Context: an optimization exercise on an open-source flow, tuned for small area, a short achievable clock period and few clock cycles per item. The choices shown serve that exercise and are no tape-out recipe.
In this exercise RTL edits were held to simulation tests only and were not proved equivalent to the original.
No activity file was given, so power comes from the tool's default toggle rates.

==> flow/design.v <==
`timescale 1ns / 1ps
`default_nettype none
package pol_pkg;
    localparam int DEPTH   = 32;
    localparam int IDX_W   = $clog2(DEPTH);
    localparam int CNT_W   = $clog2(DEPTH + 1);
    localparam int INDEX_W = 6;
    localparam int POS_W   = 7;
    localparam int CMP_W   = CNT_W + INDEX_W;
    localparam int ENTRY_W = 32;
    typedef enum logic [1:0] {
        OP_INSERT = 2'd0,
        OP_REMOVE = 2'd1,
        OP_READ   = 2'd2,
        OP_NOP    = 2'd3
    } op_t;
    typedef enum logic [1:0] {
        ST_OK        = 2'd0,
        ST_FULL      = 2'd1,
        ST_NOT_FOUND = 2'd2,
        ST_RANGE     = 2'd3
    } status_t;
    typedef struct packed {
        logic [15:0] sort_key;
        logic [7:0]  prio;
        logic [7:0]  handle;
    } entry_t;
    typedef struct packed {
        op_t                op;
        logic [7:0]         handle;
        logic [7:0]         prio;
        logic [15:0]        sort_key;
        logic [INDEX_W-1:0] index;
    } req_t;
    typedef struct packed {
        status_t          status;
        logic [POS_W-1:0] position;
        logic [7:0]       out_handle;
        logic [7:0]       out_prio;
        logic [15:0]      out_sort_key;
        logic [POS_W-1:0] count;
    } rsp_t;
    typedef struct packed {
        op_t                op;
        logic               ins_en;
        logic               del_en;
        entry_t             probe;
        logic [INDEX_W-1:0] rd_index;
        logic [CNT_W-1:0]   count;
    } cell_ctl_t;
endpackage
`default_nettype wire
`timescale 1ns / 1ps
`default_nettype none
module priority_ordered_list (
    input  wire logic          clk,
    input  wire logic          rst_n,
    input  wire logic          req_valid,
    output logic               req_ready,
    input  wire pol_pkg::req_t req,
    output logic               rsp_valid,
    input  wire logic          rsp_ready,
    output pol_pkg::rsp_t      rsp
);
    localparam int N  = 32;
    localparam int KW = 24;    
    localparam int HW = 8;     
    logic [N*KW-1:0] keys;
    logic [N*HW-1:0] hnds;
    logic [N-1:0]    valid;
    logic [5:0]      count;
    logic [N-1:0]    fg;
    logic [N-1:0]    fm;
    logic            d_v;
    logic [1:0]      d_op;
    logic [HW-1:0]   d_h;
    logic [KW-1:0]   d_k;
    logic [5:0]      d_idx;
    logic            e_v;
    logic [1:0]      e_op;
    logic [HW-1:0]   e_h;
    logic [KW-1:0]   e_k;
    logic [5:0]      e_idx;
    logic            e_multi;    
    logic            e_first;    
    logic [4:0]      hold_pos;
    logic [KW-1:0]   hold_k;
    logic            hv;
    logic            tv;
    logic [47:0]     h_rsp;
    logic [47:0]     t_rsp;
    logic            exec;
    logic            e_ins;
    logic            e_rem;
    logic            e_rd;
    logic            full;
    logic            ins_go;
    logic            rem_go;
    logic            e_consume;
    logic            d_adv;
    logic [N-1:0]    hit;
    logic [N-1:0]    hit_prev;
    logic [N-1:0]    first;
    logic [N-1:0]    ins_mark;
    logic [N-1:0]    ins_prev;
    logic [N-1:0]    take_prev;
    logic [N-1:0]    take_probe;
    logic [N-1:0]    take_next;
    logic            found;
    assign exec   = e_v && !tv;
    assign e_ins  = (e_op == 2'd0);
    assign e_rem  = (e_op == 2'd1);
    assign e_rd   = (e_op == 2'd2);
    assign full   = valid[N-1];
    assign ins_go = exec && e_ins && !full;
    assign rem_go = exec && e_rem;
    assign e_consume = exec && !(e_rem && e_multi);
    assign d_adv  = !e_v || e_consume;
    always_comb
    begin
        logic [N-1:0] p;
        p = fm;
        for (int s = 0; s < 5; s++)
        begin
            for (int i = 0; i < N; i++)
            begin
                if ((i >> s) & 1)
                begin
                    p[i] = p[i] | p[((i >> s) << s) - 1];
                end
            end
        end
        hit = p;
    end
    assign hit_prev = {hit[N-2:0], 1'b0};
    assign first    = fm & ~hit_prev;
    assign found    = hit[N-1];
    assign ins_prev = {fg[N-2:0], 1'b0};
    assign ins_mark = fg & ~ins_prev;
    always_comb
    begin
        for (int i = 0; i < N; i++)
        begin
            take_prev[i]  = ins_go && ins_prev[i];
            take_probe[i] = ins_go && ins_mark[i];
            take_next[i]  = rem_go && hit[i];
        end
    end
    logic [N-1:0]    cg;
    logic [N-1:0]    cm;
    logic            cg_p;
    logic            cm_p;
    logic [N-1:0]    src_g;
    logic [N-1:0]    src_m;
    always_comb
    begin
        for (int i = 0; i < N; i++)
        begin
            cg[i] = !valid[i] || (d_k < keys[i*KW +: KW]);
            cm[i] = valid[i] && (d_h == hnds[i*HW +: HW]);
        end
    end
    assign cg_p  = (d_k < e_k);
    assign cm_p  = (d_h == e_h);
    assign src_g = d_adv ? cg : fg;
    assign src_m = d_adv ? cm : fm;
    logic [2:0] cm_cnt;
    logic [2:0] fm_cnt;
    always_comb
    begin
        logic [3*N-1:0] c;
        logic [3*N-1:0] f;
        for (int i = 0; i < N; i++)
        begin
            c[3*i +: 3] = {2'b00, cm[i]};
            f[3*i +: 3] = {2'b00, fm[i]};
        end
        for (int s = 1; s < N; s = s * 2)
        begin
            for (int i = 0; i < N; i = i + 2 * s)
            begin
                c[3*i +: 3] = {c[3*i+2] | c[3*(i+s)+2] | (c[3*i+1] & c[3*(i+s)]) | (c[3*i] & c[3*(i+s)+1]),
                               c[3*i+1] | c[3*(i+s)+1] | (c[3*i] & c[3*(i+s)]),
                               c[3*i] | c[3*(i+s)]};
                f[3*i +: 3] = {f[3*i+2] | f[3*(i+s)+2] | (f[3*i+1] & f[3*(i+s)]) | (f[3*i] & f[3*(i+s)+1]),
                               f[3*i+1] | f[3*(i+s)+1] | (f[3*i] & f[3*(i+s)]),
                               f[3*i] | f[3*(i+s)]};
            end
        end
        cm_cnt = c[2:0];
        fm_cnt = f[2:0];
    end
    logic [N*KW-1:0] keys_n;
    logic [N*HW-1:0] hnds_n;
    logic [N-1:0]    valid_n;
    logic [N-1:0]    fg_n;
    logic [N-1:0]    fm_n;
    logic [N*KW-1:0] keys_l;
    logic [N*HW-1:0] hnds_l;
    logic [N-1:0]    valid_l;
    logic [N-1:0]    g_l;
    logic [N-1:0]    m_l;
    logic [N*KW-1:0] keys_r;
    logic [N*HW-1:0] hnds_r;
    logic [N-1:0]    valid_r;
    logic [N-1:0]    g_r;
    logic [N-1:0]    m_r;
    assign keys_l  = {keys[(N-1)*KW-1:0], {KW{1'b0}}};
    assign hnds_l  = {hnds[(N-1)*HW-1:0], {HW{1'b0}}};
    assign valid_l = {valid[N-2:0], 1'b0};
    assign g_l     = {src_g[N-2:0], 1'b0};
    assign m_l     = {src_m[N-2:0], 1'b0};
    assign keys_r  = {{KW{1'b0}}, keys[N*KW-1:KW]};
    assign hnds_r  = {{HW{1'b0}}, hnds[N*HW-1:HW]};
    assign valid_r = {1'b0, valid[N-1:1]};
    assign g_r     = {1'b1, src_g[N-1:1]};
    assign m_r     = {1'b0, src_m[N-1:1]};
    always_comb
    begin
        for (int i = 0; i < N; i++)
        begin
            if (take_prev[i])
            begin
                keys_n[i*KW +: KW] = keys_l[i*KW +: KW];
                hnds_n[i*HW +: HW] = hnds_l[i*HW +: HW];
                valid_n[i]         = valid_l[i];
                fg_n[i]            = g_l[i];
                fm_n[i]            = m_l[i];
            end
            else if (take_probe[i])
            begin
                keys_n[i*KW +: KW] = e_k;
                hnds_n[i*HW +: HW] = e_h;
                valid_n[i]         = 1'b1;
                fg_n[i]            = cg_p;
                fm_n[i]            = cm_p;
            end
            else if (take_next[i])
            begin
                keys_n[i*KW +: KW] = keys_r[i*KW +: KW];
                hnds_n[i*HW +: HW] = hnds_r[i*HW +: HW];
                valid_n[i]         = valid_r[i];
                fg_n[i]            = g_r[i];
                fm_n[i]            = m_r[i];
            end
            else
            begin
                keys_n[i*KW +: KW] = keys[i*KW +: KW];
                hnds_n[i*HW +: HW] = hnds[i*HW +: HW];
                valid_n[i]         = valid[i];
                fg_n[i]            = src_g[i];
                fm_n[i]            = src_m[i];
            end
        end
    end
    logic [N-1:0]    rd_sel;
    logic [N-1:0]    out_sel;
    logic [N-1:0]    pos_sel;
    logic [4:0]      enc;
    logic [HW-1:0]   mux_h;
    logic [KW-1:0]   mux_k;
    logic            in_range;
    logic [5:0]      count_n;
    logic [47:0]     r;
    always_comb
    begin
        for (int i = 0; i < N; i++)
        begin
            rd_sel[i] = valid[i] && (e_idx == 6'(i));
        end
    end
    assign in_range = |rd_sel;
    assign out_sel  = e_rd ? rd_sel : first;
    assign pos_sel  = e_ins ? ins_mark : first;
    always_comb
    begin
        enc   = '0;
        mux_h = '0;
        mux_k = '0;
        for (int i = 0; i < N; i++)
        begin
            if (pos_sel[i])
            begin
                enc = enc | 5'(i);
            end
            mux_h = mux_h | ({HW{out_sel[i]}} & hnds[i*HW +: HW]);
            mux_k = mux_k | ({KW{out_sel[i]}} & keys[i*KW +: KW]);
        end
    end
    assign count_n = count + {5'd0, ins_go} - {5'd0, rem_go && found};
    always_comb
    begin
        r = '0;
        case (e_op)
            2'd0:
            begin
                r[38:31] = e_h;
                if (full)
                begin
                    r[47:46] = 2'd1;
                end
                else
                begin
                    r[45:39] = {2'b00, enc};
                    r[30:7]  = e_k;
                end
            end
            2'd1:
            begin
                r[38:31] = e_h;
                if (e_first)
                begin
                    r[47:46] = found ? 2'd0 : 2'd2;
                    r[45:39] = {2'b00, enc};
                    r[30:7]  = mux_k;
                end
                else
                begin
                    r[45:39] = {2'b00, hold_pos};
                    r[30:7]  = hold_k;
                end
            end
            2'd2:
            begin
                r[47:46] = in_range ? 2'd0 : 2'd3;
                r[45:39] = {1'b0, e_idx};
                r[38:31] = mux_h;
                r[30:7]  = mux_k;
            end
            default:
            begin
            end
        endcase
        r[6:0] = {1'b0, count_n};
    end
    logic pop;
    logic d_load;
    assign req_ready = !d_v || d_adv;
    assign d_load    = req_valid && req_ready;
    assign pop       = hv && rsp_ready;
    assign rsp_valid = hv;
    assign rsp       = h_rsp;
    always_ff @(posedge clk or negedge rst_n)
    begin
        if (!rst_n)
        begin
            valid   <= '0;
            count   <= '0;
            d_v     <= 1'b0;
            e_v     <= 1'b0;
            e_multi <= 1'b0;
            e_first <= 1'b0;
            hv      <= 1'b0;
            tv      <= 1'b0;
        end
        else
        begin
            valid <= valid_n;
            count <= count_n;
            d_v   <= d_load || (d_v && !d_adv);
            if (d_adv)
            begin
                e_v     <= d_v;
                e_first <= 1'b1;
                e_multi <= (d_op == 2'd1) &&
                           (cm_cnt[1] || (ins_go && cm_p && cm_cnt[0]));
            end
            else if (rem_go)
            begin
                e_first <= 1'b0;
                e_multi <= fm_cnt[2];
            end
            if (!hv || pop)
            begin
                hv <= tv || e_consume;
            end
            if (tv)
            begin
                tv <= !pop;
            end
            else
            begin
                tv <= e_consume && hv && !pop;
            end
        end
    end
    always_ff @(posedge clk)
    begin
        keys <= keys_n;
        hnds <= hnds_n;
        fg   <= fg_n;
        fm   <= fm_n;
        if (d_load)
        begin
            d_op  <= req.op;
            d_h   <= req.handle;
            d_k   <= {req.prio, req.sort_key};
            d_idx <= req.index;
        end
        if (d_adv)
        begin
            e_op  <= d_op;
            e_h   <= d_h;
            e_k   <= d_k;
            e_idx <= d_idx;
        end
        if (rem_go && e_first)
        begin
            hold_pos <= enc;
            hold_k   <= mux_k;
        end
        if (!hv || pop)
        begin
            h_rsp <= tv ? t_rsp : r;
        end
        if (e_consume && hv && !pop)
        begin
            t_rsp <= r;
        end
    end
endmodule
`default_nettype wire
==> flow/run.sh <==
#!/bin/bash
# synth_recipe.tcl (not shown) runs the flow's synth.tcl, then flattens the netlist and writes it again
# the make line also repeats each setting of config.mk as NAME=value (left out here)
make -C /OpenROAD-flow-scripts/flow DESIGN_CONFIG=/design/flow/config.mk WORK_HOME=/design/flow/orfs CLKGATE_MAP_FILE= SYNTH_SCRIPT=/design/flow/synth_recipe.tcl finish
==> flow/config.mk <==
export PLATFORM = sky130hd
export DESIGN_NAME = priority_ordered_list
export DESIGN_NICKNAME = priority_ordered_list
export VERILOG_FILES = /design/flow/design.v
export SDC_FILE = /design/flow/constraint.sdc
export NUM_CORES = 4
export LEC_CHECK = 0
export CAP_MARGIN = 20
export CORE_MARGIN = 2
export CORE_UTILIZATION = 25
export PLACE_DENSITY = 0.35
export SLEW_MARGIN = 20
==> flow/constraint.sdc <==
create_clock -name core_clock -period 7.0 [get_ports {clk}]
set_input_delay 1.4000 -clock core_clock [delete_from_list [all_inputs] [get_ports {clk}]]
set_output_delay 1.4000 -clock core_clock [all_outputs]
set_load 0.01 [all_outputs]
==> results.toml <==
[floorplan]
io_pins = 94
floorplan.die_area_um2 = 391000
core_region_area_um2 = 385000
floorplan.die.width_um = 625
num_rows = 228
start_util_pct = 25.1
chipHeight_um = 625

[clocking]
clkLatencyLatePin_ns = 0.95
hold_buffers_post_cts = 0
clkSinkCount = 1333
postCtsResizedCells = 0
cts.path.max_buffers = 4
tritoncts_clock_tree = "yes"
numCtsBuffers = 188
clk_pin_slew_ns = 0.06
number_of_h_tree_levels = 4
root_buffer = "clkbuf_16"
cts_setup_buffers = 0

[setup_path]
crit_path_start_kind = "register"
timing.critical_path.arrival_ns = 6.09
worst_r2r_path_depth = 12
cp.required_ns = 7.65
worst-path-max-fanout = 19
path_class = "register to register"
rrSetupSlack_ns = 1.56
r2r_path_end = "h_rsp[15]$_DFFE_PP_"
crit_path_end_kind = "register"
worst_reg2reg_path_startpoint = "e_idx[3]$_DFFE_PN_"

[global_routing]
first_pass_grt_wire_length_um = 939000
pin_count_of_the_biggest_net_entering_global_routing = 191
grt.met1_usage_pct = 45.9
globalRouteTotalUtil_pct = 35.5
number_of_antenna_violations_at_the_first_check_in_global_routing = 59
first_global_vias = 93000
grt_most_used_layer = "met2"
globalRouteMet2Util_pct = 53.5
globalRoute.totalOverflow = 0
fraction_of_met3_tracks_used_by_global_routing_pct = 7.32

[sta]
final.min_clock_period_ns = 5.44
max_freq_ghz = 0.184
drv_slew = 0
totalNegativeSetupSlack_ns = 0
rsz0062_at_grt = "no"
finalClockSkew_ns = 0.0523
relSlewSlack_pct = 8.33
transition_time_of_the_tightest_slew_check_pin_ns = 1.37
setup_violations = 0
finalHoldViolations = 0
fin_crit_sh_pct = 77.8

[route]
remaining_drc_errors = 0
ant_nets = 0
drtPass1Iterations = 10
drt_iter0_markers = 15800
via_per_inst = 6.37
drt-total-wl_um = 721000
route.detailed.wl_per_inst_um = 45.9
vias = 100000

[job]
max_cap_violations = 0

[final_layout]
most_common_library_cell_in_the_layout_ignoring_fill_and_taps = "edfxtp_1"
final_layout_size_suffix_gt1_share_pct = 9.34
layout-area-overhead-vs-synth_pct = 14.6
layout_common_cells = "1225 x edfxtp_1, 964 x o22ai_1, 952 x nand2_1, 832 x inv_1, 766 x o21ai_0"
fin_nets = 11300

[synthesis]
yosys_most_used_dff = "edfxtp_1"
ys_seq_elements = 1333
synth.lib_cells_used.distinct = 105
number_of_synthesized_flops_with_an_enable_pin = 1225
syn-mean-instance-area_um2 = 9.12
netlist_area_um2 = 96500
synth_sequential_area_ratio_pct = 40.6
postSynthCellCount = 10600
synthTopCellsByArea = "edfxtp_1 38%, ha_1 9.9%, o22ai_1 6.2%, a22oi_1 5.9%, o21ai_0 4.0%"
ys_async_sr_fraction_pct = 3.30
yosysWarnings = 1
cell_taking_the_most_area_after_synthesis = "edfxtp_1"
synth_largest_type_area_fraction_pct = 38.1

[power_and_ir_drop]
power_after_layout_uw = 45100
leakage_uw = 0.0430
power.ir.vdd_worst_mv = 0.214
power_density_nw_per_um2 = 408

[run_status]
status = "no timing/DRC/antenna violations"

[place]
numPortBuffers = 91
global_placement_routability_congestion = 1.04
place_hpwl_um = 540000

[min_path]
min_path_type = "input port to async pin"
==> through the flow <==
stage / instance area [µm²] / setup WS (ns) / hold slack (ns) / util, % / std cells
2_1_floorplan: 96500 / 0.702 / 0.400 / - / 10600
3_3_place_gp: 105000 / 1.78 / 0.462 / 27.1 / 15300
3_5_place_dp: 105000 / 1.75 / 0.444 / 27.2 / 15300
4_1_cts: 110000 / 1.69 / 0.292 / 28.7 / 15700
5_1_grt: 111000 / 1.51 / 0.346 / 28.7 / 15700
6_report: 111000 / 1.56 / 0.339 / 28.7 / 15700
==> cell families (layout without fill, tap and decap cells) <==
family / after synthesis / after routing / share of synthesized area (%)
AND/OR/NAND/NOR: 2201 / 2201 / 10.8
buffers and inverters: 1726 / 1740 / 7.08
adder cells (fa/ha/maj): 774 / 774 / 10.0
multiplexers: 100 / 100 / 1.12
other: 1 / 43 / 0.00388
flip-flops: 1333 / 1333 / 40.6
XOR/XNOR: 269 / 269 / 2.44
AO/OA/AOI/OAI: 4180 / 4180 / 28.0
==> state kept, by name (all words and copies together) (netlist names), 2 cells and up <==
name	cells
hold_k	24
h_rsp	46
e_idx	6
valid	32
t_rsp	46
count	6
e_h	8
e_k	24
e_op	2
d_h	8
hnds	256
d_op	2
fg	32
keys	768
d_idx	6
fm	32
d_k	24
hold_pos	5
==> worst max-delay path: stages, from the launching register on <==
cell and delay, ns:
edfxtp_1 0.92, nor2_1 0.11, buf_4 0.24, a32o_2 0.40
buf_4 0.27, buf_4 0.30, a22o_1 0.32, a221oi_1 0.94
nand4_1 0.21, nor3_1 0.51, nand4_1 0.43, a22oi_1 0.31
o221ai_1 0.15
==> routing by layer <==
layer  routed length (µm)  part of all wire [%]  up-vias
met1               291000                    40    51400
met3                64000                   8.9     1440
li1                     -                     -    40500
met4                57700                   8.0       16
met2               308000                    43     6685
met5                  103                 0.014        -
==> how the worst max path moves through the flow <==
stage | slack [ns] | endpoint | startpoint
finish | 1.56 | h_rsp[15]$_DFFE_PP_ | e_idx[3]$_DFFE_PN_
global route | 1.51 | h_rsp[29]$_DFFE_PP_ | e_idx[1]$_DFFE_PN_
CTS | 1.69 | h_rsp[29]$_DFFE_PP_ | e_idx[1]$_DFFE_PN_
detailed placement | 1.75 | h_rsp[29]$_DFFE_PP_ | e_idx[1]$_DFFE_PN_
global placement | 1.78 | h_rsp[22]$_DFFE_PP_ | e_op[0]$_DFFE_PN_
floorplan | 0.70 | t_rsp[0]$_DFFE_PP_ | rsp_ready
==> final cells by class <==
type / instances / area [µm²]
Antenna cell: 41 / 103
Clock buffer: 263 / 5150
Clock inverter: 78 / 599
Fill cell: 40600 / 274000
Inverter: 843 / 3180
Multi-Input combinational cell: 7526 / 51400
Sequential cell: 1333 / 39200
Tap cell: 5060 / 6330
Timing Repair Buffer: 556 / 4680
==> where the power goes <==
group	total [µW]	internal [µW]	switching, µW
sequential	15700	11400	4360
clock	9740	5340	4390
combinational	19600	5760	13900
total	45100	22500	22600
==> synthesized netlist by cell type (19+ instances only) <==
cell type	number
a221o_1	19
a222oi_1	104
mux2_2	45
inv_1	834
o211ai_1	44
nor2_1	335
o31ai_1	27
buf_4	37
dfrtp_1	44
o221ai_1	28
a2111oi_0	32
nor3_1	110
xnor2_1	260
a31oi_1	40
buf_2	131
a22oi_1	756
o21ai_1	50
nor2b_1	52
mux2i_1	53
nand3_1	152
and4_1	27
and3_1	33
o22ai_1	964
nand2b_1	58
buf_1	49
a21oi_1	755
nor4_1	52
nand4_1	256
edfxtp_1	1225
a21o_1	204
or3_1	28
a211oi_1	75
clkbuf_1	658
ha_1	765
a22o_1	72
a221oi_1	65
o21ai_0	773
dfxtp_1	64
nand2_1	998
Testbench counts, summed over its fixed seeds: cycles 12,272, items 12,000.

[port drivers added, routing unchanged]
How much do the figures lean on ideal ports? The routed layout below was timed once more, with nothing changed but the port constraints. Step 1 (the two cells are an assumption about what drives the block):
set clk [get_ports {clk}]
set_driving_cell -lib_cell sky130_fd_sc_hd__clkbuf_16 $clk
set_driving_cell -lib_cell sky130_fd_sc_hd__buf_2 [delete_from_list [all_inputs] $clk]
Step 2, shift: input delay + t, output delay - t, t = (earliest + latest rising clock arrival at the registers) / 2. This alone moves slack from input paths to output paths. a / b / c = ideal / step 1 / step 2; a / b = the first two.
shift t [ns]: 1.046
slack for setup (ns): 1.556 / 1.556 / 1.556
slew at the worst register clock pin (ns): 0.07 / 0.07
cell pins on the clock port's net: 1
After both steps this run still meets setup and hold. For this run, drivers alone change the setup slack by 0.000 ns; drivers and shift together by 0.000 ns.
